From an optimization exercise on the open Yosys and OpenROAD flow, aimed at small area, a short achievable clock period and few clock cycles per item; shortcuts taken in it are not production practice. Function was not checked in any run shown here: the RTL went through the layout flow alone.

`flow/config.mk`:
```
export PLATFORM = sky130hd
export DESIGN_NAME = kalman_filter_mc
export DESIGN_NICKNAME = kalman_filter_mc
export VERILOG_FILES = /design/flow/design.v
export SDC_FILE = /design/flow/constraint.sdc
export NUM_CORES = 4
export LEC_CHECK = 0
export CAP_MARGIN = 20
export CORE_MARGIN = 2
export CORE_UTILIZATION = 40
export SLEW_MARGIN = 20
```
`flow/constraint.sdc`:
```
create_clock -name core_clock -period 50.0 [get_ports {clk}]
set_input_delay 10.0000 -clock core_clock [delete_from_list [all_inputs] [get_ports {clk}]]
set_output_delay 10.0000 -clock core_clock [all_outputs]
set_load 0.01 [all_outputs]
```
`flow/design.v`:
```
`default_nettype none
module kalman_filter_mc #(
    parameter int DW    = 13,
    parameter int CH    = 3,
    parameter int CW    = 2,
    parameter int FRAC  = 12,
    parameter int Q_DEF = 1,
    parameter int R_DEF = 64,
    parameter int B     = 3           
) (
    input  logic              clk,
    input  logic              rst_n,
    input  logic              cfg_we,
    input  logic [DW-2:0]     q_cfg,
    input  logic [DW-2:0]     r_cfg,
    input  logic              clr,
    input  logic              in_valid,
    output logic              in_ready,
    input  logic [CW-1:0]     in_ch,
    input  logic signed [DW-1:0] in_data,
    output logic              out_valid,
    output logic [CW-1:0]     out_ch,
    output logic signed [DW-1:0] out_data
);
    localparam int PW  = DW - 1;            
    localparam int KW  = FRAC + 1;          
    localparam int DNW = PW + 2;            
    localparam int AW  = KW + PW - 1;       
    localparam int NIT = FRAC / B;          
    logic [PW-1:0] r_q, r_r;         
    logic [PW-1:0] r_qe, r_re;       
    logic          r_dirty;          
    logic signed [DW-1:0] r_x  [CH];
    logic [PW-1:0]        r_p  [CH];
    logic [KW-1:0]        r_k  [CH];    
    logic [PW-1:0]        r_pn [CH];    
    logic [CH-1:0]        r_seeded;
    logic [CH-1:0]        r_kv;         
    logic [CH-1:0]        r_fx;         
    logic                 r_s_valid;
    logic [CW-1:0]        r_s_ch;
    logic signed [DW-1:0] r_s_z;
    logic                 r_in_ready;
    logic                 r_out_valid;
    logic [CW-1:0]        r_out_ch;
    logic signed [DW-1:0] r_out_data;
    logic                 r_e_busy;
    logic [CW-1:0]        r_e_ch;
    logic [$clog2(NIT+1)-1:0] r_e_cnt;
    logic [PW-1:0]        r_e_pf;
    logic [DNW-1:0]       r_e_den;
    logic [DNW-1:0]       r_e_rem;
    logic                 r_e_q12;
    logic [FRAC-1:0]      r_e_q;
    logic [AW-1:0]        r_e_acc;
    logic                 r_e_dz;       
    logic                 w_s_seeded, w_s_kv, w_fire;
    logic signed [DW-1:0] w_x, w_xn;
    logic [KW-1:0]        w_k;
    logic signed [DW:0]   w_innov;
    logic signed [KW+DW:0] w_prod;
    always_comb begin
        w_s_seeded = r_seeded[r_s_ch];
        w_s_kv     = r_kv[r_s_ch];
        w_fire     = r_s_valid && (!w_s_seeded || w_s_kv);
        w_x        = r_x[r_s_ch];
        w_k        = r_k[r_s_ch];
        w_innov    = (DW+1)'(r_s_z) - (DW+1)'(w_x);
        w_prod     = $signed({1'b0, w_k}) * w_innov;
        w_xn       = w_s_seeded ? w_x + w_prod[FRAC+DW-1:FRAC] : r_s_z;
    end
    logic [DNW-1:0] w_rem [B+1];
    logic [AW-1:0]  w_acc [B+1];
    logic [B-1:0]   w_qb;
    logic [DNW:0]   w_t   [B];
    logic           w_e_last;
    logic [KW-1:0]  w_e_k;
    logic [PW-1:0]  w_e_m, w_e_pn;
    logic           w_e_fx;
    always_comb begin
        w_rem[0] = r_e_rem;
        w_acc[0] = r_e_acc;
        for (int i = 0; i < B; i++) begin
            w_t[i] = {w_rem[i], 1'b0} - {1'b0, r_e_den};
            w_qb[B-1-i] = !w_t[i][DNW] && !r_e_dz;
            w_rem[i+1]  = w_qb[B-1-i] ? w_t[i][DNW-1:0] : {w_rem[i][DNW-2:0], 1'b0};
            w_acc[i+1]  = {w_acc[i][AW-2:0], 1'b0} + (w_qb[B-1-i] ? AW'(r_e_pf) : AW'(0));
        end
        w_e_last = (r_e_cnt == 1);
        w_e_k    = {r_e_q12, r_e_q[FRAC-1-B:0], w_qb};
        w_e_m    = w_acc[B][AW-1:FRAC];
        w_e_pn   = r_e_pf - w_e_m;
        w_e_fx   = (w_e_pn == r_p[r_e_ch]);
    end
    logic           w_l_go;
    logic [CW-1:0]  w_l_ch;
    logic [PW:0]    w_l_psum;
    logic [PW-1:0]  w_l_pf;
    logic [DNW-1:0] w_l_den;
    logic           w_l_r0;
    logic           w_inval;
    logic           w_e_done;
    logic [CH-1:0]  w_cand;
    always_comb begin
        w_inval  = r_in_ready && r_dirty;
        w_e_done = r_e_busy && w_e_last;
        for (int c = 0; c < CH; c++)
            w_cand[c] = !r_kv[c] && r_seeded[c] && !(w_fire && r_s_ch == CW'(c))
                        && !(w_e_done && r_e_ch == CW'(c));
        w_l_go = 1'b0;
        w_l_ch = '0;
        for (int c = CH-1; c >= 0; c--)
            if (w_cand[c]) begin
                w_l_go = 1'b1;
                w_l_ch = CW'(c);
            end
        if (r_s_valid && w_cand[r_s_ch])
            w_l_ch = r_s_ch;
        w_l_go   = w_l_go && (!r_e_busy || w_e_last) && !w_inval;
        w_l_psum = {1'b0, r_p[w_l_ch]} + {1'b0, r_qe};
        w_l_pf   = w_l_psum[PW] ? '1 : w_l_psum[PW-1:0];
        w_l_den  = DNW'(w_l_pf) + DNW'(r_re);
        w_l_r0   = (r_re == '0);
    end
    logic [CH-1:0] w_seeded_n, w_kv_n, w_ok_n;
    logic          w_e_abort;
    always_comb begin
        w_e_abort = w_inval || (w_fire && !w_s_seeded && r_s_ch == r_e_ch);
        for (int c = 0; c < CH; c++) begin
            w_seeded_n[c] = r_seeded[c] && !clr;
            w_kv_n[c]     = r_kv[c];
            if (w_e_done && !w_e_abort && r_e_ch == CW'(c))
                w_kv_n[c] = 1'b1;
            if (w_fire && r_s_ch == CW'(c)) begin
                w_seeded_n[c] = 1'b1;
                w_kv_n[c]     = w_s_seeded && r_fx[c];
            end
            if (w_inval)
                w_kv_n[c] = 1'b0;
            w_ok_n[c] = !w_seeded_n[c] || w_kv_n[c];
        end
    end
    always_ff @(posedge clk or negedge rst_n) begin
        if (!rst_n) begin
            r_qe        <= PW'(Q_DEF);
            r_re        <= PW'(R_DEF);
            r_dirty     <= 1'b0;
            r_seeded    <= '0;
            r_kv        <= '0;
            r_s_valid   <= 1'b0;
            r_in_ready  <= 1'b1;
            r_out_valid <= 1'b0;
            r_e_busy    <= 1'b0;
        end else begin
            if (r_in_ready) begin
                if (r_dirty) begin
                    r_qe <= r_q;
                    r_re <= r_r;
                end
                r_dirty <= cfg_we;
            end else if (cfg_we) begin
                r_dirty <= 1'b1;
            end
            r_seeded    <= w_seeded_n;
            r_kv        <= w_kv_n;
            r_out_valid <= w_fire;
            if (r_in_ready) begin
                r_s_valid  <= in_valid && (in_ch != 2'd3);
                r_in_ready <= !(in_valid && (in_ch != 2'd3)) || w_ok_n[in_ch];
            end else begin
                r_s_valid  <= r_s_valid && !w_fire;
                r_in_ready <= w_ok_n[r_s_ch];
            end
            if (w_l_go)
                r_e_busy <= 1'b1;
            else if (w_e_done || w_e_abort)
                r_e_busy <= 1'b0;
        end
    end
    always_ff @(posedge clk) begin
        if (cfg_we) begin
            r_q <= q_cfg;
            r_r <= r_cfg;
        end
        if (r_in_ready) begin
            r_s_z  <= in_data;
            r_s_ch <= in_ch;
        end
        if (w_fire) begin
            r_x[r_s_ch]  <= w_xn;
            r_p[r_s_ch]  <= w_s_seeded ? r_pn[r_s_ch] : r_re;
            r_out_ch     <= r_s_ch;
            r_out_data   <= w_xn;
        end
        if (w_e_done) begin
            r_k[r_e_ch]  <= w_e_k;
            r_pn[r_e_ch] <= w_e_pn;
            r_fx[r_e_ch] <= w_e_fx;
        end
        if (w_l_go) begin
            r_e_ch  <= w_l_ch;
            r_e_cnt <= NIT[$bits(r_e_cnt)-1:0];
            r_e_pf  <= w_l_pf;
            r_e_den <= w_l_den;
            r_e_dz  <= (w_l_den == '0);
            r_e_rem <= w_l_r0 ? '0 : DNW'(w_l_pf);
            r_e_q12 <= w_l_r0 && w_l_pf != '0;
            r_e_acc <= (w_l_r0 && w_l_pf != '0) ? AW'(w_l_pf) : '0;
        end else if (r_e_busy) begin
            r_e_cnt <= r_e_cnt - 1'b1;
            r_e_rem <= w_rem[B];
            r_e_acc <= w_acc[B];
            r_e_q   <= w_e_k[FRAC-1:0];
        end
    end
    assign in_ready  = r_in_ready;
    assign out_valid = r_out_valid;
    assign out_ch    = r_out_ch;
    assign out_data  = r_out_data;
endmodule
`default_nettype wire
```
`flow/run.sh`:
```
#!/bin/bash
# synth_recipe.tcl (not shown) runs the flow's synth.tcl, then flattens the netlist and writes it again
# the make line also repeats each setting of config.mk as NAME=value (left out here)
make -C /OpenROAD-flow-scripts/flow DESIGN_CONFIG=/design/flow/config.mk WORK_HOME=/design/flow/orfs CLKGATE_MAP_FILE= SYNTH_SCRIPT=/design/flow/synth_recipe.tcl finish
```
==> impl_metrics.py, run 1 <==
metrics = {
    "clocking": {
        "post-cts-setup-buffers": 0,
        "clkLatencyLatePin_ps": 560,
        "clkSinkCount": 322,
        "tritoncts": "yes",
        "h-tree-depth": 2,
        "cts_buffers": 37,
        "root_buffer": "clkbuf_16",
        "postCtsHoldBufs": 0,
        "clk_pin_slew_worst_paths_ps": 60,
        "clockBufferDepth": 3,
        "ctsResizeCount": 0,
    },
    "yosys": {
        "async_reset_ff_share_pct": 10.9,
        "yosysTopAreaCell": "edfxtp_1",
        "synth_top_cells_by_area": "edfxtp_1 33%, fa_1 11%, ha_1 11%, inv_1 4.0%, xnor2_1 3.6%",
        "muxShareOfSynthArea_pct": 4.93,
        "yosys-top-cells-count": "280 x edfxtp_1, 276 x inv_1, 238 x nand2_1",
        "synth-compound-area-share_pct": 12.9,
        "synthesis.area_um2": 25600,
        "yosys_warnings": 4,
        "yosysTopAreaCellShare_pct": 32.8,
        "yosys.area_share.simple_pct": 13.3,
        "synth_adder_area_share_pct": 21.4,
        "synth_xor_xnor_area_share_pct": 5.39,
        "yosysMostFrequentCell": "edfxtp_1",
        "ys_ff_latch": 322,
        "synth_top_family_by_area": "adder cells",
        "netlist_instances": 2523,
        "ys_seq_area_share_pct": 36.8,
        "ys.flop_type": "edfxtp_1",
        "synth-edff-count": 280,
        "avgSynthCellArea_um2": 10.1,
        "synth.distinct_cells": 108,
        "syn-num-nets": 2920,
    },
    "timing": {
        "final.setup.tns_ps": 0,
        "period_share_pct": 31.7,
        "hold_viol_final": 0,
        "period_needed_ps": 15830,
        "fmax_ghz": 0.0632,
        "setup_viol": 0,
        "relSlewSlack_pct": 28.6,
        "skew_ps": 28.4,
        "tightestPinTransition_ps": 1070,
        "rsz0062_at_grt": "no",
        "slew_viol_final": 0,
    },
    "placement": {
        "dp_hpwl_mm": 50.7,
        "place.port_buffers": 60,
        "gp_congestion": 0.953,
    },
    "drt": {
        "wire_per_inst_um": 19.0,
        "drtIter0Drc": 1230,
        "firstDrtPassIters": 6,
        "drc": 0,
        "vias": 18606,
        "ant_nets": 0,
        "viasPerCell": 5.40,
        "routed_wirelength_mm": 65.4,
    },
    "die": {
        "initial_core_util_pct": 40.5,
        "fp.dieH_um": 257,
        "die_x_um": 257,
        "die_area_um2": 66100,
        "row_count": 92,
        "core_um2": 63200,
        "io_pins": 61,
    },
    "outcome": {
        "outcome": "finished clean",
    },
    "global_route": {
        "grt_max_degree": 70,
        "grt_pass1_vias": 19250,
        "grt_pass1_wl_mm": 104,
        "antenna_found_initial": 1,
        "grt.total_usage_pct": 19.8,
        "grt-ovfl-total": 0,
    },
    "setup_path": {
        "crit_path_top_delay_cell": "and2_1",
        "ff2ff_path_depth": 61,
        "crit_path_end_kind": "flip-flop",
        "cpLargestDelayFamily": "compound AO/OA/AOI/OAI gates",
        "reg2reg_to": "r_fx[1]",
        "cp.depth": 61,
        "cp_slowest_stage_delay_ps": 730,
        "crit_path_start_kind": "flip-flop",
        "r2r_start": "r_e_den[0]",
        "reg2reg_setup_slack_ps": 34170,
        "path_max_fanout": 23,
        "worstSetupPathType": "flip-flop to flip-flop",
        "critPathBufInv": 5,
        "cp.required_ps": 50440,
        "cp_common_cell": "a21o_1",
        "cp.arrival_ps": 16260,
    },
    "layout": {
        "antenna-diode-count": 0,
        "syn_to_final_growth_pct": 10.8,
        "drive_gt1_share_pct": 6.77,
        "layout.nets": 2970,
        "utilization_pct": 44.9,
    },
    "worst_hold_path": {
        "min-delay-start": "r_e_q[7]",
        "worstHoldEndpoint": "r_k[0][10]",
        "hp-class": "flip-flop to flip-flop",
        "min_path_cells": 0,
    },
    "flow_run": {
        "max_cap_violations": 0,
    },
}
==> through the flow <==
stage / cell area [µm²] / hold slack, ps / setup slack (ps) / instances
after floorplan: 25600 / 424 / 36940 / 2523
after global placement: 27200 / 449 / 34660 / 3380
after detailed placement: 27200 / 463 / 34190 / 3380
after CTS: 28400 / 469 / 34140 / 3447
after global routing: 28400 / 481 / 32930 / 3447
final: 28400 / 472 / 34170 / 3447
==> cell families after synthesis <==
kind of cell               count (synthesis)
AOI/OAI and AO/OA                        508
DFF                                      322
buffers and inverters                    356
and+or+nand+nor                          706
adders and majority gates                355
xor gates and xnor gates                 155
muxes                                    121
==> layer usage <==
layer | part of all wire [%] | GRT usage, % | wire, µm | vias up
met4 | 2.4 | 5.56 | 1570 | 0
met1 | 45 | 26.0 | 29500 | 9190
met5 | 0 | 0 | 0 | -
li1 | - | - | - | 8926
met3 | 3.8 | 2.22 | 2480 | 100
met2 | 49 | 34.4 | 31900 | 390
==> sequential cells by signal, summed over array words and instances, names as in the netlist, 13 cells and up, named ones only <==
register and count:
r_pn 36, r_x 39, r_e_den 13, r_k 39, r_out_data 13, r_e_acc 21, r_s_z 13, r_p 36
r_e_rem 14
==> area by class of cell <==
class	count	area [µm²]
clock buffers	52	1020
clock inverters	15	158
fillers	5893	34800
inverters	277	1040
multi-input cells	1845	14900
flip-flops and latches	322	9430
well taps	846	1060
repair buffers	90	816
==> cell usage in the layout (no fill, tap or decap), types with 46 or more instances in the layout <==
cell type / synthesis / layout
edfxtp_1: 280 / 280
inv_1: 276 / 275
nand2_1: 238 / 238
ha_1: 215 / 215
nor2_1: 199 / 199
fa_1: 138 / 138
a21oi_1: 124 / 123
o21ai_0: 115 / 115
xnor2_1: 106 / 105
mux2i_1: 83 / 82
clkdlybuf4s50_1: 0 / 58
a21o_1: 46 / 46
xor2_1: 46 / 46
==> how the worst max path moves through the flow <==
stage               start       to  slack [ps]
6_report       r_e_den[0]  r_fx[1]       34170
5_1_grt        r_e_den[0]  r_fx[1]       32930
4_1_cts        r_e_den[0]  r_fx[1]       34140
3_5_place_dp   r_e_den[0]  r_fx[1]       34190
3_3_place_gp   r_e_den[0]  r_fx[2]       34660
2_1_floorplan  r_e_den[0]  r_fx[1]       36940
==> inputs of run 2 (changes only) <==
--- a/flow/design.v
+++ b/flow/design.v
@@ -6,7 +6,7 @@
     parameter int FRAC  = 12,
     parameter int Q_DEF = 1,
     parameter int R_DEF = 64,
-    parameter int B     = 3           
+    parameter int B     = 2           
 ) (
     input  logic              clk,
     input  logic              rst_n,
--- a/flow/config.mk
+++ b/flow/config.mk
@@ -5,6 +5,7 @@
 export SDC_FILE = /design/flow/constraint.sdc
 export NUM_CORES = 4
 export LEC_CHECK = 0
+export ABC_CLOCK_PERIOD_IN_PS = 10000
 export CAP_MARGIN = 20
 export CORE_MARGIN = 2
 export CORE_UTILIZATION = 40
==> run 2 against run 1 <==
  * Critical endpoint unchanged
  * Register-to-register slack improved by 3200 ps
  * Routed wire length fell by 12%
  * Setup slack improved by 3200 ps
  * Critical path depth fell by 13
  * Die area fell by 5.5%
==> impl_metrics.py, run 2 <==
metrics = {
    "outcome": {
        "outcome": "finished clean",
    },
    "yosys": {
        "synth_top_cells_by_area": "edfxtp_1 35%, fa_1 11%, ha_1 9.9%, inv_1 4.0%, nand2_1 4.0%",
        "syn-num-nets": 2684,
        "ys_ff_latch": 324,
        "yosysMostFrequentCell": "edfxtp_1",
        "synth-edff-count": 282,
        "netlist_instances": 2311,
        "ys_seq_area_share_pct": 39.3,
        "yosysTopAreaCell": "edfxtp_1",
        "synthesis.area_um2": 24200,
        "yosysTopAreaCellShare_pct": 35.0,
        "yosys_warnings": 4,
        "yosys-top-cells-count": "282 x edfxtp_1, 259 x inv_1, 255 x nand2_1",
        "async_reset_ff_share_pct": 10.8,
        "ys.flop_type": "edfxtp_1",
        "avgSynthCellArea_um2": 10.5,
        "synth.distinct_cells": 93,
    },
    "setup_path": {
        "crit_path_start_kind": "flip-flop",
        "crit_path_end_kind": "flip-flop",
        "ff2ff_path_depth": 48,
        "crit_path_top_delay_cell": "xnor2_1",
        "critical_path.endpoint": "r_fx[1]",
        "worstSetupPathType": "flip-flop to flip-flop",
        "cp_slowest_stage_delay_ps": 820,
        "r2r_start": "r_e_den[0]",
        "path_max_fanout": 28,
        "reg2reg_to": "r_fx[1]",
        "crit_start": "r_e_den[0]",
        "cp.required_ps": 50380,
        "cp.arrival_ps": 13030,
        "cp_common_cell": "a21o_1",
        "reg2reg_setup_slack_ps": 37350,
    },
    "clocking": {
        "clockBufferDepth": 3,
        "h-tree-depth": 2,
        "root_buffer": "clkbuf_16",
        "ctsResizeCount": 0,
        "tritoncts": "yes",
        "clkLatencyLatePin_ps": 570,
        "clkSinkCount": 324,
        "post-cts-setup-buffers": 0,
        "cts_buffers": 36,
        "postCtsHoldBufs": 0,
        "clk_pin_slew_worst_paths_ps": 60,
    },
    "worst_hold_path": {
        "hp-class": "flip-flop to flip-flop",
    },
    "die": {
        "initial_core_util_pct": 40.3,
        "io_pins": 61,
        "row_count": 90,
        "core_um2": 60000,
        "fp.dieH_um": 250,
        "die_x_um": 250,
        "die_area_um2": 62400,
    },
    "placement": {
        "dp_hpwl_mm": 43.9,
        "gp_congestion": 0.900,
        "place.port_buffers": 60,
    },
    "layout": {
        "syn_to_final_growth_pct": 11.4,
        "top_regs": "r_k: 39 flops, r_x: 39 flops",
        "final_cell_mix": "282 x edfxtp_1, 259 x inv_1, 255 x nand2_1",
        "drive_gt1_share_pct": 6.52,
        "layout.nets": 2738,
        "final_common_cell": "edfxtp_1",
        "utilization_pct": 44.8,
        "nFillCells": 5644,
        "antenna-diode-count": 0,
    },
    "global_route": {
        "antenna_found_initial": 0,
        "grt_max_degree": 74,
        "grt.total_usage_pct": 18.5,
        "grt_pass1_wl_mm": 92.9,
        "grt_pass1_vias": 17618,
        "grt-ovfl-total": 0,
    },
    "drt": {
        "viasPerCell": 5.34,
        "routed_wirelength_mm": 57.5,
        "ant_nets": 0,
        "drtIter0Drc": 984,
        "vias": 16966,
        "firstDrtPassIters": 5,
        "wire_per_inst_um": 18.1,
        "drc": 0,
    },
    "timing": {
        "rsz0062_at_grt": "no",
        "relSlewSlack_pct": 31.8,
        "period_needed_ps": 12650,
        "tightestPinTransition_ps": 1010,
        "whs_ps": 469,
        "slew_viol_final": 0,
        "setup_viol": 0,
        "final.setup.tns_ps": 0,
        "skew_ps": 42.4,
        "fmax_ghz": 0.0790,
        "hold_viol_final": 0,
        "period_share_pct": 25.3,
    },
    "flow_run": {
        "max_cap_violations": 0,
    },
}
## run 2: changes by cell type after synthesis, sizes merged, moves of 10 or more
cell	before	now
ha	215	192
nor2	202	148
xnor2	109	97
mux2i	84	68
a21oi	126	105
nor2b	30	20
nand2	239	255
o21ai	131	116
a211oi	20	8
o21a	38	27
inv	277	259
## run 2: cell families (layout without fill, tap and decap cells)
family | count (synthesis) | count (layout) | share of synthesized area, %
buf+inv | 333 | 415 | 5.22
simple gates | 650 | 650 | 12.8
xor+xnor | 138 | 138 | 5.20
flops | 324 | 324 | 39.3
mux | 97 | 97 | 4.17
compound gates | 436 | 436 | 11.9
fa+ha+maj | 333 | 333 | 21.5
## run 2: through the flow
step / instances / worst slack [ps] / cell area [µm²]
final: 3175 / 37350 / 26900
after detailed placement: 3109 / 37520 / 25700
after floorplan: 2311 / 38390 / 24200
after CTS: 3175 / 37480 / 26900
after global placement: 3109 / 38000 / 25700
after global routing: 3175 / 36370 / 26900
## run 2: worst min-delay path by stage
stage                         start           to  slack [ps]  cells past startpoint
after floorplan           r_s_ch[0]  r_out_ch[0]         420                      0
after global placement       r_r[1]      r_re[1]         450                      2
after detailed placement     r_r[4]      r_re[4]         460                      1
after CTS                    r_r[2]      r_re[2]         480                      1
after global routing         r_q[4]      r_qe[4]         480                      1
final                        r_r[2]      r_re[2]         470                      1
## run 2: critical path: cells and delay by family (launching register included)
family                   cells  cell delay, ps
AO/OA/AOI/OAI               27            6150
AND/OR/NAND/NOR             10            2100
XOR/XNOR                     3            1560
adder cells (fa/ha/maj)      4            1410
buffers and inverters        3             610
flip-flops                   1             480
multiplexers                 1             160
## run 2: layout make-up
| type | instances | area [µm²] | share of cell area, % |
|---|---|---|---|
| tap | 782 | 978 | 3.64 |
| multi-input combinational | 1654 | 13500 | 50.1 |
| sequential | 324 | 9490 | 35.3 |
| timing repair buffer | 89 | 808 | 3.00 |
| clock inverter | 21 | 241 | 0.897 |
| inverter | 260 | 976 | 3.63 |
| clock buffer | 45 | 945 | 3.51 |
## run 2: metal layers
layer  wire (µm)  up-vias  global-route usage (%)
met4        1910        0                    6.39
li1            -     8139                       -
met5           0        -                       0
met3        2320      105                    2.46
met1       25300     8329                    23.9
met2       28000      393                    31.9
==> inputs of run 3 (changes only) <==
--- a/flow/config.mk
+++ b/flow/config.mk
@@ -5,7 +5,7 @@
 export SDC_FILE = /design/flow/constraint.sdc
 export NUM_CORES = 4
 export LEC_CHECK = 0
-export ABC_CLOCK_PERIOD_IN_PS = 10000
+export ABC_CLOCK_PERIOD_IN_PS = 6000
 export CAP_MARGIN = 20
 export CORE_MARGIN = 2
 export CORE_UTILIZATION = 40
==> run 3 against run 2 <==
  * Global-route usage stayed put
  * Routed wire length stayed put
  * Die area stayed put
  * Final area stayed put
  * Sequential share of layout area stayed put
  * First-iteration DRC count stayed put
  * Register-to-register slack hardly changed
  * Setup slack stayed put
  * Count of clock-buffer cells in the layout stayed put
  * Via count stayed put
  * Fmax stayed put
==> impl_metrics.py, run 3 <==
metrics = {
    "clocking": {
        "h-tree-depth": 2,
        "cts_buffers": 36,
        "clk_pin_slew_worst_paths_ps": 60,
        "tritoncts": "yes",
        "clkLatencyLatePin_ps": 570,
        "root_buffer": "clkbuf_16",
        "postCtsHoldBufs": 0,
        "ctsResizeCount": 0,
        "post-cts-setup-buffers": 0,
        "clkSinkCount": 324,
        "clockBufferDepth": 3,
    },
    "die": {
        "row_count": 90,
        "fp.dieH_um": 250,
        "initial_core_util_pct": 40.3,
        "die_area_um2": 62400,
        "die_x_um": 250,
        "core_um2": 60000,
        "io_pins": 61,
    },
    "global_route": {
        "grt_max_degree": 74,
        "grt-ovfl-total": 0,
        "grt.total_usage_pct": 18.5,
        "antenna_found_initial": 0,
        "grt_pass1_vias": 17618,
        "grt_pass1_wl_mm": 92.9,
    },
    "timing": {
        "relSlewSlack_pct": 31.8,
        "fmax_ghz": 0.0790,
        "final.setup.worst_slack_ps": 37350,
        "setup_viol": 0,
        "rsz0062_at_grt": "no",
        "final.setup.tns_ps": 0,
        "tightestPinTransition_ps": 1010,
        "period_share_pct": 25.3,
        "period_needed_ps": 12650,
        "hold_viol_final": 0,
        "skew_ps": 42.4,
        "slew_viol_final": 0,
    },
    "yosys": {
        "yosysTopAreaCellShare_pct": 35.0,
        "async_reset_ff_share_pct": 10.8,
        "yosys_warnings": 4,
        "ys_ff_latch": 324,
        "synth_top_family_by_area": "adder cells",
        "synth_xor_xnor_area_share_pct": 5.20,
        "synth-edff-count": 282,
        "ys.flop_type": "edfxtp_1",
        "avgSynthCellArea_um2": 10.5,
        "yosysMostFrequentCell": "edfxtp_1",
        "yosys.area_share.simple_pct": 12.8,
        "syn-num-nets": 2684,
        "synth_top_cells_by_area": "edfxtp_1 35%, fa_1 11%, ha_1 9.9%, inv_1 4.0%, nand2_1 4.0%",
        "synthesis.area_um2": 24200,
        "yosys-top-cells-count": "282 x edfxtp_1, 259 x inv_1, 255 x nand2_1",
        "netlist_instances": 2311,
        "synth_adder_area_share_pct": 21.5,
        "yosysTopAreaCell": "edfxtp_1",
        "ys_seq_area_share_pct": 39.3,
        "synth-compound-area-share_pct": 11.9,
        "synth.distinct_cells": 93,
        "muxShareOfSynthArea_pct": 4.17,
    },
    "placement": {
        "place.port_buffers": 60,
        "dp_hpwl_mm": 43.9,
        "gp_congestion": 0.900,
        "placed_area_um2": 25700,
        "pre_cts_slack_ps": 37520,
    },
    "drt": {
        "routed_wirelength_mm": 57.5,
        "viasPerCell": 5.34,
        "wire_per_inst_um": 18.1,
        "drtIter0Drc": 984,
        "firstDrtPassIters": 5,
        "ant_nets": 0,
        "drc": 0,
        "vias": 16966,
    },
    "setup_path": {
        "crit_path_start_kind": "flip-flop",
        "cp.arrival_ps": 13030,
        "crit_path_end_kind": "flip-flop",
        "cp_common_cell": "a21o_1",
        "cp.required_ps": 50380,
        "worstSetupPathType": "flip-flop to flip-flop",
        "critPathBufInv": 3,
        "cp_slowest_stage_delay_ps": 820,
        "path_max_fanout": 28,
        "cpLargestDelayFamily": "compound AO/OA/AOI/OAI gates",
        "crit_path_top_delay_cell": "xnor2_1",
    },
    "layout": {
        "syn_to_final_growth_pct": 11.4,
        "drive_gt1_share_pct": 6.52,
        "final_common_cell": "edfxtp_1",
        "nFillCells": 5644,
        "layout.nets": 2738,
        "seqCellArea_um2": 9490,
        "design_area_um2": 26900,
        "multi_input_area_um2": 13500,
        "top_regs": "r_k: 39 flops, r_x: 39 flops",
        "final_cell_mix": "282 x edfxtp_1, 259 x inv_1, 255 x nand2_1",
        "antenna-diode-count": 0,
    },
    "worst_hold_path": {
        "hp-class": "flip-flop to flip-flop",
    },
    "outcome": {
        "outcome": "finished clean",
    },
    "flow_run": {
        "max_cap_violations": 0,
    },
}
[run 3: kinds of logic after synthesis]
logic type	count (synthesis)
AO/OA/AOI/OAI	436
adder cells (fa/ha/maj)	333
AND/OR/NAND/NOR	650
flip-flops	324
multiplexers	97
XOR/XNOR	138
buffers and inverters	333
[run 3: worst reg2reg max path, delay by kind of cell, from the launching register on]
kind,cells,cell delay (ps)
AO/OA/AOI/OAI,27,6150
XOR/XNOR,3,1560
adder cells (fa/ha/maj),4,1410
buffers and inverters,3,610
flip-flops,1,480
multiplexers,1,160
AND/OR/NAND/NOR,10,2100
[run 3: worst paths after layout]
| check | startpoint | end | slack, ps | cells past startpoint |
|---|---|---|---|---|
| setup reg to reg | r_e_den[0] | r_fx[1] | 37350 | 48 |
| hold / removal | r_r[2] | r_re[2] | 470 | 1 |
| setup / recovery | r_e_den[0] | r_fx[1] | 37350 | 48 |
| min in group asynchronous | rst_n | r_re[9] | 9540 | 1 |
| hold reg to reg | r_r[2] | r_re[2] | 470 | 1 |
| max in group asynchronous | rst_n | r_s_valid | 39890 | 1 |
[run 3: per-layer routing]
metal  global-route usage, %  vias to the layer above  routed length (µm)
li1                        -                     8139                   -
met1                    23.9                     8329               25300
met2                    31.9                      393               28000
met3                    2.46                      105                2320
met4                    6.39                        0                1910
met5                       0                        -                   0
[run 3: cell type report]
type                    count  share of cell area, %
multi-input cells        1654                   50.1
flip-flops and latches    324                   35.3
well taps                 782                   3.64
inverters                 260                   3.63
clock buffers              45                   3.51
repair buffers             89                   3.00
clock inverters            21                  0.897
[run 3: stage by stage]
stage | instances | util (%) | hold slack [ps]
2_1_floorplan | 2311 | - | 424
3_3_place_gp | 3109 | 42.8 | 451
3_5_place_dp | 3109 | 42.9 | 461
4_1_cts | 3175 | 44.8 | 477
5_1_grt | 3175 | 44.8 | 483
6_report | 3175 | 44.8 | 469

[afterwards: timing with drivers on the ports]
In the flow no input, the clock included, has a driving cell. The finished layouts below were timed again as built, in two steps. Step 1: set_driving_cell puts a clkbuf_16 on clk and a buf_2 on each other input, an assumption about the parent block. Step 2 also shifts input and output timing later by t, the mid clock arrival at the registers, as if the neighbouring blocks saw the same clock. Three values: ideal ports, drivers, drivers and shift; two values: the first two.
run | t (ns) | slack for setup (ns) | worst setup path at the end | latest minus earliest clock arrival (ns) | worst data-port slew with drivers (ns)
run 1 | 0.612 | 34.173 / 34.173 / 34.173 | register to register | 0.029 / 0.030 | 0.04
run 2 | 0.600 | 37.349 / 37.349 / 37.349 | register to register | 0.046 / 0.046 | 0.04
run 3 | 0.600 | 37.349 / 37.349 / 37.349 | register to register | 0.046 / 0.046 | 0.04
After both steps setup and hold are still met in every run listed.
